What follows belongs to an exercise in optimizing a design on an open flow for small area and a short achievable clock period; a production flow would make more cautious choices. In this exercise RTL edits were held to simulation tests only and were not proved equivalent to the original. Power figures rest on the tool's default switching activity, not on a simulated workload.

==> run a: inputs <==
==> flow/design.v <==
`timescale 1ns/1ps
module mips_core
(
    input  logic                    clk,
    input  logic                    reset_i,
    input  logic [32-1:0]   inst_data_i,
    input  logic                    inst_ok_i,
    output logic                    inst_en_o,
    output logic [32-1:0]   inst_addr_o,
    output logic [32-1:0]   wb_pc_o,
    output logic [3:0]              wb_rf_wen_o,
    output logic [5-1:0] wb_rf_wnum_o,
    output logic [32-1:0]   wb_rf_wdata_o
);
    localparam logic [29:0] RESET_WPC = 30'(32'hBFC0_0000 >> 2);
    logic [29:0] f_pc_q;         
    assign inst_en_o   = ~reset_i;
    assign inst_addr_o = {f_pc_q, 2'b00};
    always_ff @(posedge clk) begin
        if (reset_i)        f_pc_q <= RESET_WPC;
        else if (inst_ok_i) f_pc_q <= f_pc_q + 30'd1;
    end
    logic        d_valid_q;
    logic [31:0] d_ins_q;
    always_ff @(posedge clk) begin
        d_valid_q <= inst_ok_i & ~reset_i;
        d_ins_q   <= inst_data_i;
    end
    logic [5:0]  op, fn;
    logic [4:0]  rs, rt, rd, shamt;
    logic [15:0] imm;
    assign op    = d_ins_q[31:26];
    assign rs    = d_ins_q[25:21];
    assign rt    = d_ins_q[20:16];
    assign rd    = d_ins_q[15:11];
    assign shamt = d_ins_q[10:6];
    assign fn    = d_ins_q[5:0];
    assign imm   = d_ins_q[15:0];
    logic       known;
    logic       c_ifm;    
    logic       c_sext;   
    logic       c_inv;    
    logic       c_ar;     
    logic       c_lt;     
    logic       c_ltu;    
    logic       c_lg;     
    logic [1:0] c_lop;    
    logic       c_sh;     
    logic       c_shl;    
    logic       c_sra;    
    logic       c_lui;    
    always_comb begin
        known  = 1'b0;
        c_ifm  = (op != 6'h00);
        c_sext = 1'b0;
        c_inv  = 1'b0;
        c_ar   = 1'b0;
        c_lt   = 1'b0;
        c_ltu  = 1'b0;
        c_lg   = 1'b0;
        c_lop  = 2'd0;
        c_sh   = 1'b0;
        c_shl  = 1'b0;
        c_sra  = 1'b0;
        c_lui  = 1'b0;
        if (op == 6'h00) begin
            case (fn)
                6'h00: begin known = 1'b1; c_sh = 1'b1; c_shl = 1'b1; end
                6'h02: begin known = 1'b1; c_sh = 1'b1; end
                6'h03: begin known = 1'b1; c_sh = 1'b1; c_sra = 1'b1; end
                6'h21: begin known = 1'b1; c_ar = 1'b1; end
                6'h23: begin known = 1'b1; c_ar = 1'b1; c_inv = 1'b1; end
                6'h24: begin known = 1'b1; c_lg = 1'b1; c_lop = 2'd0; end
                6'h25: begin known = 1'b1; c_lg = 1'b1; c_lop = 2'd1; end
                6'h26: begin known = 1'b1; c_lg = 1'b1; c_lop = 2'd2; end
                6'h27: begin known = 1'b1; c_lg = 1'b1; c_lop = 2'd3; end
                6'h2A: begin known = 1'b1; c_lt = 1'b1; c_inv = 1'b1; end
                6'h2B: begin known = 1'b1; c_lt = 1'b1; c_ltu = 1'b1; c_inv = 1'b1; end
                default: ;
            endcase
        end else begin
            case (op)
                6'h09: begin known = 1'b1; c_ar = 1'b1; c_sext = 1'b1; end
                6'h0A: begin known = 1'b1; c_lt = 1'b1; c_inv = 1'b1; c_sext = 1'b1; end
                6'h0B: begin known = 1'b1; c_lt = 1'b1; c_ltu = 1'b1; c_inv = 1'b1; c_sext = 1'b1; end
                6'h0C: begin known = 1'b1; c_lg = 1'b1; c_lop = 2'd0; end
                6'h0D: begin known = 1'b1; c_lg = 1'b1; c_lop = 2'd1; end
                6'h0E: begin known = 1'b1; c_lg = 1'b1; c_lop = 2'd2; end
                6'h0F: begin known = 1'b1; c_sh = 1'b1; c_shl = 1'b1; c_lui = 1'b1; end
                default: ;
            endcase
        end
    end
    logic [4:0] dest;
    assign dest = c_ifm ? rt : rd;
    logic [31:0] ex_res;         
    logic        e_wen_q;
    logic [4:0]  e_dest_q;
    logic [31:0] rf_wdata;
    logic [31:0] rf_q [1:31];
    logic [31:0] rf_rs, rf_rt;
    assign rf_wdata = reset_i ? 32'd0 : ex_res;
    for (genvar r = 1; r < 32; r++) begin : g_rf
        logic wr;
        assign wr = reset_i | (e_wen_q & (e_dest_q == 5'(r)));
        always_ff @(posedge clk) begin
            if (wr) rf_q[r] <= rf_wdata;
        end
    end
    always_comb begin
        rf_rs = 32'd0;
        rf_rt = 32'd0;
        for (int r = 1; r < 32; r++) begin
            rf_rs = rf_rs | (rf_q[r] & {32{rs == 5'(r)}});
            rf_rt = rf_rt | (rf_q[r] & {32{rt == 5'(r)}});
        end
    end
    logic        fwd_s, fwd_t;
    logic [31:0] rs_val, rt_val;
    logic [4:0]  rot_amt;
    logic [31:0] imm_ext;
    logic [31:0] a_next, b_next;
    assign fwd_s  = e_wen_q & (e_dest_q == rs);
    assign fwd_t  = e_wen_q & (e_dest_q == rt);
    assign rs_val = fwd_s ? ex_res : rf_rs;
    assign rt_val = fwd_t ? ex_res : rf_rt;
    assign rot_amt = c_lui ? 5'd16 : c_shl ? (5'd0 - shamt) : shamt;
    assign imm_ext = {c_sext ? {16{imm[15]}} : 16'h0000, imm};
    assign a_next  = {rs_val[31:5], c_sh ? rot_amt : rs_val[4:0]};
    assign b_next  = (c_ifm ? imm_ext : rt_val) ^ {32{c_inv}};
    logic        e_valid_q;
    logic [31:0] e_a_q, e_b_q;
    logic        e_inv_q, e_ar_q, e_lt_q, e_ltu_q, e_lg_q, e_sh_q, e_shl_q, e_sra_q;
    logic [1:0]  e_lop_q;
    always_ff @(posedge clk) begin
        if (reset_i) begin
            e_valid_q <= 1'b0;
            e_wen_q   <= 1'b0;
        end else begin
            e_valid_q <= d_valid_q;
            e_wen_q   <= d_valid_q & known & (dest != 5'd0);
        end
        e_dest_q <= dest;
        e_a_q    <= a_next;
        e_b_q    <= b_next;
        e_inv_q  <= c_inv;
        e_ar_q   <= c_ar;
        e_lt_q   <= c_lt;
        e_ltu_q  <= c_ltu;
        e_lg_q   <= c_lg;
        e_lop_q  <= c_lop;
        e_sh_q   <= c_sh;
        e_shl_q  <= c_shl;
        e_sra_q  <= c_sra;
    end
    logic [32:0] sum;
    logic        lt_s, lt_u, lt;
    logic [31:0] lgv;
    logic [31:0] rot, shv;
    logic [31:0] fill_hi;        
    logic [4:0]  ra;
    assign sum  = {1'b0, e_a_q} + {1'b0, e_b_q} + {32'd0, e_inv_q};
    assign lt_s = (e_a_q[31] == e_b_q[31]) ? e_a_q[31] : sum[31];
    assign lt_u = ~sum[32];
    assign lt   = e_ltu_q ? lt_u : lt_s;
    always_comb begin
        case (e_lop_q)
            2'd0: lgv = e_a_q & e_b_q;
            2'd1: lgv = e_a_q | e_b_q;
            2'd2: lgv = e_a_q ^ e_b_q;
            default: lgv = ~(e_a_q | e_b_q);
        endcase
    end
    assign ra = e_a_q[4:0];
    always_comb begin
        rot = e_b_q;
        if (ra[0]) rot = {rot[0],    rot[31:1]};
        if (ra[1]) rot = {rot[1:0],  rot[31:2]};
        if (ra[2]) rot = {rot[3:0],  rot[31:4]};
        if (ra[3]) rot = {rot[7:0],  rot[31:8]};
        if (ra[4]) rot = {rot[15:0], rot[31:16]};
        for (int i = 0; i < 32; i++) begin
            fill_hi[i] = ({27'd0, ra} > 32'(31 - i));
        end
        for (int i = 0; i < 32; i++) begin
            if (e_shl_q) shv[i] = (!fill_hi[i] && ra != 5'd0) ? 1'b0 : rot[i];
            else         shv[i] = fill_hi[i] ? (e_sra_q & e_b_q[31]) : rot[i];
        end
    end
    assign ex_res = ({32{e_ar_q}} & sum[31:0])
                  | ({32{e_lg_q}} & lgv)
                  | ({32{e_sh_q}} & shv)
                  | {31'd0, e_lt_q & lt};
    logic        t_wen_q;
    logic [4:0]  t_dest_q;
    logic [31:0] t_data_q;
    logic [29:0] t_pc_q;         
    always_ff @(posedge clk) begin
        if (reset_i) begin
            t_wen_q <= 1'b0;
            t_pc_q  <= RESET_WPC - 30'd1;
        end else begin
            t_wen_q <= e_wen_q;
            if (e_valid_q) t_pc_q <= t_pc_q + 30'd1;
        end
        t_dest_q <= e_dest_q;
        t_data_q <= ex_res;
    end
    assign wb_pc_o       = {t_pc_q, 2'b00};
    assign wb_rf_wen_o   = {4{t_wen_q}};
    assign wb_rf_wnum_o  = t_dest_q;
    assign wb_rf_wdata_o = t_data_q;
endmodule
==> flow/run.sh <==
#!/bin/bash
# synth_recipe.tcl (not shown) runs the flow's synth.tcl, then flattens the netlist and writes it again
# the make line also repeats each setting of config.mk as NAME=value (left out here)
make -C /OpenROAD-flow-scripts/flow DESIGN_CONFIG=/design/flow/config.mk WORK_HOME=/design/flow/orfs CLKGATE_MAP_FILE= SYNTH_SCRIPT=/design/flow/synth_recipe.tcl finish
==> flow/config.mk <==
export PLATFORM = sky130hd
export DESIGN_NAME = mips_core
export DESIGN_NICKNAME = mips_core
export VERILOG_FILES = /design/flow/design.v
export SDC_FILE = /design/flow/constraint.sdc
export NUM_CORES = 4
export LEC_CHECK = 0
export CAP_MARGIN = 20
export CORE_MARGIN = 2
export CORE_UTILIZATION = 45
export PLACE_DENSITY = 0.6
export SLEW_MARGIN = 20
==> flow/constraint.sdc <==
create_clock -name core_clock -period 5.0 [get_ports {clk}]
set_input_delay 1.0000 -clock core_clock [delete_from_list [all_inputs] [get_ports {clk}]]
set_output_delay 1.0000 -clock core_clock [all_outputs]
set_load 0.01 [all_outputs]
==> run b: changes against run a <==
==> flow/design.v, changed modules only <==
module mips_core
(
    input  logic                    clk,
    input  logic                    reset_i,
    input  logic [32-1:0]   inst_data_i,
    input  logic                    inst_ok_i,
    output logic                    inst_en_o,
    output logic [32-1:0]   inst_addr_o,
    output logic [32-1:0]   wb_pc_o,
    output logic [3:0]              wb_rf_wen_o,
    output logic [5-1:0] wb_rf_wnum_o,
    output logic [32-1:0]   wb_rf_wdata_o
);
    localparam logic [29:0] RESET_WPC = 30'(32'hBFC0_0000 >> 2);
    logic [29:0] f_pc_q;         
    assign inst_en_o   = ~reset_i;
    assign inst_addr_o = {f_pc_q, 2'b00};
    always_ff @(posedge clk) begin
        if (reset_i)        f_pc_q <= RESET_WPC;
        else if (inst_ok_i) f_pc_q <= f_pc_q + 30'd1;
    end
    logic        d_valid_q;
    logic [31:0] d_ins_q;
    logic [3:0]  d_rs_lo_q, d_rt_lo_q;       
    logic [7:0]  d_rs_hi_q, d_rt_hi_q;       
    logic        d_fe_s_q, d_fe_t_q, d_fw_s_q, d_fw_t_q;
    always_ff @(posedge clk) begin
        d_valid_q <= inst_ok_i & ~reset_i;
        d_ins_q   <= inst_data_i;
        d_rs_lo_q <= 4'b0001 << inst_data_i[22:21];
        d_rs_hi_q <= 8'b0000_0001 << inst_data_i[25:23];
        d_rt_lo_q <= 4'b0001 << inst_data_i[17:16];
        d_rt_hi_q <= 8'b0000_0001 << inst_data_i[20:18];
    end
    logic [5:0]  op, fn;
    logic [4:0]  rs, rt, rd, shamt;
    logic [15:0] imm;
    assign op    = d_ins_q[31:26];
    assign rs    = d_ins_q[25:21];
    assign rt    = d_ins_q[20:16];
    assign rd    = d_ins_q[15:11];
    assign shamt = d_ins_q[10:6];
    assign fn    = d_ins_q[5:0];
    assign imm   = d_ins_q[15:0];
    logic       known;
    logic       c_ifm;    
    logic       c_sext;   
    logic       c_inv;    
    logic       c_ar;     
    logic       c_lt;     
    logic       c_ltu;    
    logic       c_lg;     
    logic [1:0] c_lop;    
    logic       c_sh;     
    logic       c_shl;    
    logic       c_sra;    
    logic       c_lui;    
    always_comb begin
        known  = 1'b0;
        c_ifm  = (op != 6'h00);
        c_sext = 1'b0;
        c_inv  = 1'b0;
        c_ar   = 1'b0;
        c_lt   = 1'b0;
        c_ltu  = 1'b0;
        c_lg   = 1'b0;
        c_lop  = 2'd0;
        c_sh   = 1'b0;
        c_shl  = 1'b0;
        c_sra  = 1'b0;
        c_lui  = 1'b0;
        if (op == 6'h00) begin
            case (fn)
                6'h00: begin known = 1'b1; c_sh = 1'b1; c_shl = 1'b1; end
                6'h02: begin known = 1'b1; c_sh = 1'b1; end
                6'h03: begin known = 1'b1; c_sh = 1'b1; c_sra = 1'b1; end
                6'h21: begin known = 1'b1; c_ar = 1'b1; end
                6'h23: begin known = 1'b1; c_ar = 1'b1; c_inv = 1'b1; end
                6'h24: begin known = 1'b1; c_lg = 1'b1; c_lop = 2'd0; end
                6'h25: begin known = 1'b1; c_lg = 1'b1; c_lop = 2'd1; end
                6'h26: begin known = 1'b1; c_lg = 1'b1; c_lop = 2'd2; end
                6'h27: begin known = 1'b1; c_lg = 1'b1; c_lop = 2'd3; end
                6'h2A: begin known = 1'b1; c_lt = 1'b1; c_inv = 1'b1; end
                6'h2B: begin known = 1'b1; c_lt = 1'b1; c_ltu = 1'b1; c_inv = 1'b1; end
                default: ;
            endcase
        end else begin
            case (op)
                6'h09: begin known = 1'b1; c_ar = 1'b1; c_sext = 1'b1; end
                6'h0A: begin known = 1'b1; c_lt = 1'b1; c_inv = 1'b1; c_sext = 1'b1; end
                6'h0B: begin known = 1'b1; c_lt = 1'b1; c_ltu = 1'b1; c_inv = 1'b1; c_sext = 1'b1; end
                6'h0C: begin known = 1'b1; c_lg = 1'b1; c_lop = 2'd0; end
                6'h0D: begin known = 1'b1; c_lg = 1'b1; c_lop = 2'd1; end
                6'h0E: begin known = 1'b1; c_lg = 1'b1; c_lop = 2'd2; end
                6'h0F: begin known = 1'b1; c_sh = 1'b1; c_shl = 1'b1; c_lui = 1'b1; end
                default: ;
            endcase
        end
    end
    logic [4:0] dest;
    assign dest = c_ifm ? rt : rd;
    logic        e_wen_q;
    logic [4:0]  e_dest_q;
    logic        t_wen_q;
    logic [4:0]  t_dest_q;
    logic [31:0] t_data_q;
    logic [31:0] rf_wdata;
    logic [31:0] rf_q [1:31];
    logic [31:0] rf_rs, rf_rt;
    assign rf_wdata = reset_i ? 32'd0 : t_data_q;
    for (genvar r = 1; r < 32; r++) begin : g_rf
        logic wr;
        assign wr = reset_i | (t_wen_q & (t_dest_q == 5'(r)));
        always_ff @(posedge clk) begin
            if (wr) rf_q[r] <= rf_wdata;
        end
    end
    always_comb begin
        rf_rs = 32'd0;
        rf_rt = 32'd0;
        for (int r = 1; r < 32; r++) begin
            rf_rs = rf_rs | (rf_q[r] & {32{d_rs_lo_q[r % 4] & d_rs_hi_q[r / 4]}});
            rf_rt = rf_rt | (rf_q[r] & {32{d_rt_lo_q[r % 4] & d_rt_hi_q[r / 4]}});
        end
    end
    logic        e_ar_q, e_lt_q, e_lg_q, e_sh_q;
    logic [31:0] sum_r, lgv, shv;    
    logic        lt;
    logic        fe_s, fe_t, fw_s, fw_t;
    logic        id_wen;
    logic [31:0] rs_old, rt_old;     
    logic [31:0] a_next, b_next;
    logic [4:0]  rot_amt;
    logic [31:0] imm_ext;
    assign id_wen = d_valid_q & known & (dest != 5'd0);
    assign fe_s = d_fe_s_q;
    assign fe_t = d_fe_t_q;
    assign fw_s = d_fw_s_q;
    assign fw_t = d_fw_t_q;
    always_ff @(posedge clk) begin
        d_fe_s_q <= id_wen  & (dest     == inst_data_i[25:21]);
        d_fe_t_q <= id_wen  & (dest     == inst_data_i[20:16]) & (inst_data_i[31:26] == 6'h00);
        d_fw_s_q <= e_wen_q & (e_dest_q == inst_data_i[25:21]);
        d_fw_t_q <= e_wen_q & (e_dest_q == inst_data_i[20:16]);
    end
    assign imm_ext = {c_sext ? {16{imm[15]}} : 16'h0000, imm};
    assign rs_old  = fw_s ? t_data_q : rf_rs;
    assign rt_old  = c_ifm ? imm_ext : fw_t ? t_data_q : rf_rt;
    logic [31:0] late;               
    logic [31:0] ex0, ex1;           
    logic [31:0] ex_res;
    logic [31:0] a0, a1, b0, b1;
    assign a0 = fe_s ? ex0 : rs_old;
    assign a1 = fe_s ? ex1 : rs_old;
    assign b0 = (fe_t ? ex0 : rt_old) ^ {32{c_inv}};
    assign b1 = (fe_t ? ex1 : rt_old) ^ {32{c_inv}};
    always_comb begin
        for (int i = 0; i < 32; i++) begin
            ex_res[i] = late[i] ? ex1[i] : ex0[i];
            a_next[i] = late[i] ? a1[i]  : a0[i];
            b_next[i] = late[i] ? b1[i]  : b0[i];
        end
    end
    assign rot_amt = c_lui ? 5'd16 : c_shl ? (5'd0 - shamt) : shamt;
    logic        e_valid_q;
    logic [31:0] e_a_q, e_b_q;
    logic        e_inv_q, e_ltu_q, e_shl_q, e_sra_q;
    logic [1:0]  e_lop_q;
    logic [3:0]  e_s0_q, e_s1_q;
    logic        e_s2_q;
    always_ff @(posedge clk) begin
        if (reset_i) begin
            e_valid_q <= 1'b0;
            e_wen_q   <= 1'b0;
        end else begin
            e_valid_q <= d_valid_q;
            e_wen_q   <= id_wen;
        end
        e_dest_q <= dest;
        e_a_q    <= a_next;
        e_b_q    <= b_next;
        e_inv_q  <= c_inv;
        e_ar_q   <= c_ar;
        e_lt_q   <= c_lt;
        e_ltu_q  <= c_ltu;
        e_lg_q   <= c_lg;
        e_lop_q  <= c_lop;
        e_sh_q   <= c_sh;
        e_shl_q  <= c_shl;
        e_sra_q  <= c_sra;
        e_s0_q   <= 4'b0001 << rot_amt[1:0];
        e_s1_q   <= 4'b0001 << rot_amt[3:2];
        e_s2_q   <= rot_amt[4];
    end
    logic [31:0] p, g;
    logic [32:0] cy;
    logic        lt0, lt1;           
    logic        lt_nc;              
    always_comb begin
        logic [31:0] gg, pp;
        p  = e_a_q ^ e_b_q;
        g  = e_a_q & e_b_q;
        gg = g;
        pp = p;
        gg[0] = g[0] | (p[0] & e_inv_q);
        pp[0] = 1'b0;
        for (int d = 1; d < 32; d = d * 2) begin
            for (int i = 31; i >= d; i--) begin
                gg[i] = gg[i] | (pp[i] & gg[i - d]);
                pp[i] = pp[i] & pp[i - d];
            end
        end
        cy[0] = e_inv_q;
        for (int i = 0; i < 32; i++) cy[i + 1] = gg[i];
    end
    assign sum_r = p ^ cy[31:0];
    assign lt_nc = e_ltu_q ? ~(e_a_q[31] & e_b_q[31]) : e_a_q[31];
    assign lt0   = p[31] ? 1'b1 : lt_nc;
    assign lt1   = p[31] ? 1'b0 : lt_nc;
    assign lt    = cy[31] ? lt1 : lt0;
    always_comb begin
        case (e_lop_q)
            2'd0: lgv = e_a_q & e_b_q;
            2'd1: lgv = e_a_q | e_b_q;
            2'd2: lgv = e_a_q ^ e_b_q;
            default: lgv = ~(e_a_q | e_b_q);
        endcase
    end
    logic [4:0]  ra;
    logic [31:0] r1, r2, rot, fill_hi;
    assign ra = {e_s2_q, e_s1_q[2] | e_s1_q[3], e_s1_q[1] | e_s1_q[3],
                         e_s0_q[2] | e_s0_q[3], e_s0_q[1] | e_s0_q[3]};
    always_comb begin
        for (int i = 0; i < 32; i++) begin
            r1[i] = (e_s0_q[0] & e_b_q[i])
                  | (e_s0_q[1] & e_b_q[(i + 1) % 32])
                  | (e_s0_q[2] & e_b_q[(i + 2) % 32])
                  | (e_s0_q[3] & e_b_q[(i + 3) % 32]);
        end
        for (int i = 0; i < 32; i++) begin
            r2[i] = (e_s1_q[0] & r1[i])
                  | (e_s1_q[1] & r1[(i + 4) % 32])
                  | (e_s1_q[2] & r1[(i + 8) % 32])
                  | (e_s1_q[3] & r1[(i + 12) % 32]);
        end
        for (int i = 0; i < 32; i++) begin
            rot[i] = e_s2_q ? r2[(i + 16) % 32] : r2[i];
        end
        for (int i = 0; i < 32; i++) begin
            fill_hi[i] = ({27'd0, ra} > 32'(31 - i));
        end
        for (int i = 0; i < 32; i++) begin
            if (e_shl_q) shv[i] = (!fill_hi[i] && ra != 5'd0) ? 1'b0 : rot[i];
            else         shv[i] = fill_hi[i] ? (e_sra_q & e_b_q[31]) : rot[i];
        end
    end
    always_comb begin
        logic [31:0] common;
        common = ({32{e_lg_q}} & lgv) | ({32{e_sh_q}} & shv);
        for (int i = 1; i < 32; i++) begin
            late[i] = cy[i];
            ex0[i]  = common[i] | (e_ar_q & p[i]);
            ex1[i]  = common[i] | (e_ar_q & ~p[i]);
        end
        late[0] = cy[31];
        ex0[0]  = common[0] | (e_ar_q & sum_r[0]) | (e_lt_q & lt0);
        ex1[0]  = common[0] | (e_ar_q & sum_r[0]) | (e_lt_q & lt1);
    end
    logic [29:0] t_pc_q;         
    always_ff @(posedge clk) begin
        if (reset_i) begin
            t_wen_q <= 1'b0;
            t_pc_q  <= RESET_WPC - 30'd1;
        end else begin
            t_wen_q <= e_wen_q;
            if (e_valid_q) t_pc_q <= t_pc_q + 30'd1;
        end
        t_dest_q <= e_dest_q;
        t_data_q <= ex_res;
    end
    assign wb_pc_o       = {t_pc_q, 2'b00};
    assign wb_rf_wen_o   = {4{t_wen_q}};
    assign wb_rf_wnum_o  = t_dest_q;
    assign wb_rf_wdata_o = t_data_q;
endmodule
--- a/flow/config.mk
+++ b/flow/config.mk
@@ -6,7 +6,10 @@
 export NUM_CORES = 4
 export LEC_CHECK = 0
-export CAP_MARGIN = 20
+export CAP_MARGIN = 10
 export CORE_MARGIN = 2
 export CORE_UTILIZATION = 45
+export CTS_CLUSTER_DIAMETER = 100
+export CTS_CLUSTER_SIZE = 25
 export PLACE_DENSITY = 0.6
-export SLEW_MARGIN = 20
+export SETUP_SLACK_MARGIN = 2.0
+export SLEW_MARGIN = 10
==> out/summary.txt <==
Worst R2R Path Depth -> 11
Seq. cell area -> 0.03404 mm^2
Pint -> 17.58 mW
# fillers -> 10300
1st-iter DRT viols -> 11210
FF+latch count, synth -> 1204
status -> finished clean
CP Buf/Inv Count -> 1
-- figures above: run a

==> out/summary.txt <==
Clock-cell share -> 0.02681
die area -> 0.1291 mm^2
# fillers -> 10750
Placer Congestion -> 1.024
post-DR wirelength/cell -> 44.38 um
CP Buf/Inv Count -> 2
Critical Path Sink Type -> flip-flop
routed wl met3 -> 50.64 mm
Pint -> 14.57 mW
FF+latch count, synth -> 1236
1st-iter DRT viols -> 12120
worst setup path endpoint -> e_b_q[21]
drt pass-1 iters -> 10
status -> finished clean
-- figures above: run b

port drivers added, routing unchanged:
Ports are ideal in the flow. The routed layouts listed here were re-timed in OpenROAD. Step 1, drivers: a clkbuf_16 drives clk and a buf_2 each remaining input, both assumed. Step 2 times the ports against the registers' clock, not the clock port: input delays grow and output delays shrink by t, the midpoint of the rising clock arrivals with the driver on. Three values: ideal, step 1, step 2; two values: the first two.
| run | t (ns) | slack for setup (ns) | cell pins on the clock port's net |
|---|---|---|---|
| run a | 0.855 | 0.320 / 0.320 / 0.320 | 1 |
| run b | 0.818 | 1.810 / 1.810 / 1.585 | 1 |
After both steps setup and hold are still met in every run listed. The setup slack of run b, which loses most, moves by 0.000 ns with the drivers and by -0.225 ns with both steps.
